Background: an optimization exercise with open tools, aiming at small area and a short achievable clock period. Do not read the settings as production practice.
In this exercise RTL edits were held to simulation tests only and were not proved equivalent to the original.

## the baseline
==> module sp_ram_param_nor4, before the edit <==
module sp_ram_param_nor4 (
    input  logic a, b, c, d,
    output logic y
);
    assign y = ~(a | b | c | d);
endmodule
==> module sp_ram_param_dnext, before the edit <==
module sp_ram_param_dnext (
    input  logic d, acc, q,
    output logic y
);
    assign y = acc ? d : q;
endmodule
==> module sp_ram_param, before the edit <==
module sp_ram_param #(
    parameter int DATA_W       = 16,
    parameter int BYTE_W       = 8,
    parameter int ADDR_W       = 8,
    parameter int DEPTH        = 256,
    parameter int RW_MODE      = 0,
    parameter int CLEAR_ON_RST = 1
) (
    input  logic                       clk,
    input  logic                       rst,
    input  logic                       ce,
    input  logic                       we,
    input  logic [DATA_W/BYTE_W-1:0]   be,
    input  logic [ADDR_W-1:0]          addr,
    input  logic [DATA_W-1:0]          din,
    output logic [DATA_W-1:0]          dout,
    output logic                       rd_valid,
    output logic                       busy,
    output logic                       err
);
    localparam int NB = DATA_W / BYTE_W;
    logic [7:0]         r_clr_ptr;
    logic               r_busy;
    logic [1:0]         r_rdn [DATA_W];
    logic               r_rd_valid;
    logic               r_err;
    logic [DATA_W-1:0]  r_mem [DEPTH];
    logic               w_accept;
    logic [NB-1:0]      w_lane_go;
    logic [DATA_W-1:0]  w_wdata;
    assign w_accept = ce & ~r_busy;
    assign w_wdata    = r_busy ? '0 : din;
    logic [15:0] w_wlo_n;
    logic [15:0] w_whi_n [NB];
    logic [NB-1:0] w_wen [DEPTH];
    sp_ram_param_wdec u_wlo (.a(addr[3:0]), .c(r_clr_ptr[3:0]), .busy(r_busy), .en(1'b1), .yn(w_wlo_n));
    generate
        for (genvar l = 0; l < NB; l++) begin : g_lane
            assign w_lane_go[l] = r_busy | (ce & we & be[l]);
            sp_ram_param_wdec u_whi (.a(addr[7:4]), .c(r_clr_ptr[7:4]), .busy(r_busy), .en(w_lane_go[l]), .yn(w_whi_n[l]));
        end
    endgenerate
    generate
        for (genvar w = 0; w < DEPTH; w++) begin : g_word
            for (genvar l = 0; l < NB; l++) begin : g_wl
                sp_ram_param_nor2 u_wen (.a(w_wlo_n[w % 16]), .b(w_whi_n[l][w / 16]), .y(w_wen[w][l]));
                always_ff @(posedge clk) begin
                    if (w_wen[w][l])
                        r_mem[w][l*BYTE_W +: BYTE_W] <= w_wdata[l*BYTE_W +: BYTE_W];
                end
            end
        end
    endgenerate
    logic [15:0]      w_rlo_n, w_rhi_n;
    logic [DEPTH-1:0] w_rsel;
    sp_ram_param_pdec u_rlo (.a(addr[3:0]), .en(1'b1),     .yn(w_rlo_n));
    sp_ram_param_pdec u_rhi (.a(addr[7:4]), .en(1'b1),     .yn(w_rhi_n));
    generate
        for (genvar w = 0; w < DEPTH; w++) begin : g_rsel
            sp_ram_param_nor2 u_rsel (.a(w_rlo_n[w % 16]), .b(w_rhi_n[w / 16]), .y(w_rsel[w]));
        end
    endgenerate
    logic [1:0]        w_rdn_next [DATA_W];
    generate
        for (genvar b = 0; b < DATA_W; b++) begin : g_bit
            logic [127:0] t1;    
            logic [31:0]  t2;    
            logic [15:0]  t3;    
            logic [7:0]   t4;    
            logic [1:0]   t5;    
            for (genvar k = 0; k < 128; k++) begin : g_t1
                sp_ram_param_aoi22 u (.a0(w_rsel[2*k]),   .d0(r_mem[2*k][b]),
                                      .a1(w_rsel[2*k+1]), .d1(r_mem[2*k+1][b]), .y(t1[k]));
            end
            for (genvar k = 0; k < 32; k++) begin : g_t2
                sp_ram_param_nand4 u (.a(t1[4*k]), .b(t1[4*k+1]), .c(t1[4*k+2]), .d(t1[4*k+3]), .y(t2[k]));
            end
            for (genvar k = 0; k < 16; k++) begin : g_t3
                sp_ram_param_nor2 u (.a(t2[2*k]), .b(t2[2*k+1]), .y(t3[k]));
            end
            for (genvar k = 0; k < 8; k++) begin : g_t4
                sp_ram_param_nand2 u (.a(t3[2*k]), .b(t3[2*k+1]), .y(t4[k]));
            end
            for (genvar k = 0; k < 2; k++) begin : g_t5
                sp_ram_param_nor4 u (.a(t4[4*k]), .b(t4[4*k+1]), .c(t4[4*k+2]), .d(t4[4*k+3]), .y(t5[k]));
                sp_ram_param_dnext u_dn (.d(t5[k]), .acc(w_accept), .q(r_rdn[b][k]), .y(w_rdn_next[b][k]));
            end
            sp_ram_param_nand2 u_out (.a(r_rdn[b][0]), .b(r_rdn[b][1]), .y(dout[b]));
        end
    endgenerate
    always_ff @(posedge clk or posedge rst) begin
        if (rst) begin
            r_clr_ptr  <= '0;
            r_busy     <= 1'b1;
            for (int b = 0; b < DATA_W; b++)
                r_rdn[b] <= 2'b11;
            r_rd_valid <= 1'b0;
            r_err      <= 1'b0;
        end else begin
            r_rd_valid <= w_accept;
            r_err      <= ce & r_busy;
            for (int b = 0; b < DATA_W; b++)
                r_rdn[b] <= w_rdn_next[b];
            if (r_busy) begin
                r_clr_ptr <= r_clr_ptr + 1'b1;
                if (&r_clr_ptr)
                    r_busy <= 1'b0;
            end
        end
    end
    assign rd_valid = r_rd_valid;
    assign busy     = r_busy;
    assign err      = r_err;
endmodule
Settings: LEC_CHECK=0, CAP_MARGIN=20, CORE_MARGIN=2, CORE_UTILIZATION=60, CTS_CLUSTER_DIAMETER=80, CTS_CLUSTER_SIZE=25, SLEW_MARGIN=20, SYNTH_HIERARCHICAL=1; clock period 10.0 ns.
standard.sh (not shown) runs the stock make flow with config.mk's settings and CLKGATE_MAP_FILE= SYNTH_SCRIPT=/design/flow/synth_recipe.tcl, a recipe that flattens the netlist after the stock synthesis.
==> flow/flow/run.sh <==
#!/bin/bash
# Own layout flow: the standard flow with the synthesized netlist's cells
# first set to their smallest drive strength, port buffers of a plain
# buffer cell, and timing repair aimed at a setup margin below the clock
# period.
set -euo pipefail
cd "$(dirname "$0")/.."
MARGIN=$(cat flow/margin.txt)
bash standard.sh POST_SYNTH_TCL="$PWD/flow/post_synth.tcl" SETUP_SLACK_MARGIN="$MARGIN" \
  "BUFFER_PORTS_ARGS=-buffer_cell sky130_fd_sc_hd__buf_4" finish > flow_make.log 2>&1
==> flow/flow/margin.txt <==
6.4
==> flow/flow/post_synth.tcl <==
# Start the combinational cells at their smallest drive strength; the timing
# repair later upsizes the ones on critical paths.
set n 0
foreach inst [get_cells *] {
  set master [get_property [get_lib_cells -of_objects $inst] name]
  if {[regexp {^sky130_fd_sc_hd__(a2|a3|a4|o2|o3|o4|nand|nor|and|or|xor|xnor|mux|inv)([a-z0-9]*)_([0-9]+)$} $master -> p1 p2 sz]} {
    if {$sz > 1} {
      set small "sky130_fd_sc_hd__${p1}${p2}_1"
      if {[llength [get_lib_cells */$small]] > 0} {
        replace_cell $inst $small
        incr n
      }
    }
  }
}
puts "post_synth: downsized $n cells"
Every stage of the flow completed for the baseline, and the final layout passed the timing, design-rule and antenna checks.
Relative to the baseline, the following input files were edited for the candidate:
--- a/flow/design.v
+++ b/flow/design.v
@@ -20,23 +20,17 @@
 module sp_ram_param_nand2 (
     input  logic a, b,
     output logic y
 );
     assign y = ~(a & b);
 endmodule
-module sp_ram_param_nor4 (
-    input  logic a, b, c, d,
+module sp_ram_param_dnext (
+    input  logic yn, acc, q,
     output logic y
 );
-    assign y = ~(a | b | c | d);
-endmodule
-module sp_ram_param_dnext (
-    input  logic d, acc, q,
-    output logic y
-);
-    assign y = acc ? d : q;
+    assign y = acc ? ~yn : q;
 endmodule
 module sp_ram_param_pdec (
     input  logic [3:0]  a,
     input  logic        en,
     output logic [15:0] yn
 );
@@ -77,13 +71,13 @@
     output logic                       busy,
     output logic                       err
 );
     localparam int NB = DATA_W / BYTE_W;
     logic [7:0]         r_clr_ptr;
     logic               r_busy;
-    logic [1:0]         r_rdn [DATA_W];
+    logic [DATA_W-1:0]  r_dout;
     logic               r_rd_valid;
     logic               r_err;
     logic [DATA_W-1:0]  r_mem [DEPTH];
     logic               w_accept;
     logic [NB-1:0]      w_lane_go;
     logic [DATA_W-1:0]  w_wdata;
@@ -116,20 +110,22 @@
     sp_ram_param_pdec u_rhi (.a(addr[7:4]), .en(1'b1),     .yn(w_rhi_n));
     generate
         for (genvar w = 0; w < DEPTH; w++) begin : g_rsel
             sp_ram_param_nor2 u_rsel (.a(w_rlo_n[w % 16]), .b(w_rhi_n[w / 16]), .y(w_rsel[w]));
         end
     endgenerate
-    logic [1:0]        w_rdn_next [DATA_W];
+    logic [DATA_W-1:0] w_dnext;
     generate
         for (genvar b = 0; b < DATA_W; b++) begin : g_bit
             logic [127:0] t1;    
             logic [31:0]  t2;    
             logic [15:0]  t3;    
             logic [7:0]   t4;    
-            logic [1:0]   t5;    
+            logic [3:0]   t5;    
+            logic [1:0]   t6;    
+            logic         t7;    
             for (genvar k = 0; k < 128; k++) begin : g_t1
                 sp_ram_param_aoi22 u (.a0(w_rsel[2*k]),   .d0(r_mem[2*k][b]),
                                       .a1(w_rsel[2*k+1]), .d1(r_mem[2*k+1][b]), .y(t1[k]));
             end
             for (genvar k = 0; k < 32; k++) begin : g_t2
                 sp_ram_param_nand4 u (.a(t1[4*k]), .b(t1[4*k+1]), .c(t1[4*k+2]), .d(t1[4*k+3]), .y(t2[k]));
@@ -137,38 +133,40 @@
             for (genvar k = 0; k < 16; k++) begin : g_t3
                 sp_ram_param_nor2 u (.a(t2[2*k]), .b(t2[2*k+1]), .y(t3[k]));
             end
             for (genvar k = 0; k < 8; k++) begin : g_t4
                 sp_ram_param_nand2 u (.a(t3[2*k]), .b(t3[2*k+1]), .y(t4[k]));
             end
-            for (genvar k = 0; k < 2; k++) begin : g_t5
-                sp_ram_param_nor4 u (.a(t4[4*k]), .b(t4[4*k+1]), .c(t4[4*k+2]), .d(t4[4*k+3]), .y(t5[k]));
-                sp_ram_param_dnext u_dn (.d(t5[k]), .acc(w_accept), .q(r_rdn[b][k]), .y(w_rdn_next[b][k]));
+            for (genvar k = 0; k < 4; k++) begin : g_t5
+                sp_ram_param_nor2 u (.a(t4[2*k]), .b(t4[2*k+1]), .y(t5[k]));
             end
-            sp_ram_param_nand2 u_out (.a(r_rdn[b][0]), .b(r_rdn[b][1]), .y(dout[b]));
+            for (genvar k = 0; k < 2; k++) begin : g_t6
+                sp_ram_param_nand2 u (.a(t5[2*k]), .b(t5[2*k+1]), .y(t6[k]));
+            end
+            sp_ram_param_nor2 u_t7 (.a(t6[0]), .b(t6[1]), .y(t7));
+            sp_ram_param_dnext u_dn (.yn(t7), .acc(w_accept), .q(r_dout[b]), .y(w_dnext[b]));
         end
     endgenerate
     always_ff @(posedge clk or posedge rst) begin
         if (rst) begin
             r_clr_ptr  <= '0;
             r_busy     <= 1'b1;
-            for (int b = 0; b < DATA_W; b++)
-                r_rdn[b] <= 2'b11;
+            r_dout     <= '0;
             r_rd_valid <= 1'b0;
             r_err      <= 1'b0;
         end else begin
             r_rd_valid <= w_accept;
             r_err      <= ce & r_busy;
-            for (int b = 0; b < DATA_W; b++)
-                r_rdn[b] <= w_rdn_next[b];
+            r_dout     <= w_dnext;
             if (r_busy) begin
                 r_clr_ptr <= r_clr_ptr + 1'b1;
                 if (&r_clr_ptr)
                     r_busy <= 1'b0;
             end
         end
     end
+    assign dout     = r_dout;
     assign rd_valid = r_rd_valid;
     assign busy     = r_busy;
     assign err      = r_err;
 endmodule
 `default_nettype wire
The candidate against the baseline; placer congestion estimate is up by a little under 10%.
Against the baseline, design area in the candidate fell slightly.
Per the comparison of the candidate with the baseline, clock tree cell share of total cell area stayed essentially flat; fraction of met3 tracks used by global routing grew by 0.79 points; arrival time of data at the critical path endpoint has increased.

[afterwards: timing with drivers on the ports]
No port has a modelled driver above. Below, the same layouts with a new extraction and two added sets of constraints.
Step 1 (the two cells are an assumption about what drives the block):
set clk [get_ports {clk}]
set_driving_cell -lib_cell sky130_fd_sc_hd__clkbuf_16 $clk
set_driving_cell -lib_cell sky130_fd_sc_hd__buf_2 [delete_from_list [all_inputs] $clk]
Step 2 times the ports against the registers' clock, not the clock port: input delays grow and output delays shrink by t, the midpoint of the rising clock arrivals with the driver on.
a / b / c = no drivers / after step 1 / after step 2; a / b = the first two.
| run | t (ns) | setup WS [ns] | worst setup path after step 2 | latest minus earliest clock arrival (ns) | pins driven straight from the clock port |
|---|---|---|---|---|---|
| the baseline | 0.964 | 6.173 / 6.076 / 5.181 | input to register | 0.029 / 0.029 | 1 |
| the candidate | 0.971 | 6.198 / 6.117 / 5.146 | input to register | 0.038 / 0.038 | 1 |
After both steps setup and hold are still met in every run listed. For the candidate, which loses most, drivers alone change the setup slack by -0.081 ns; drivers and shift together by -1.052 ns.
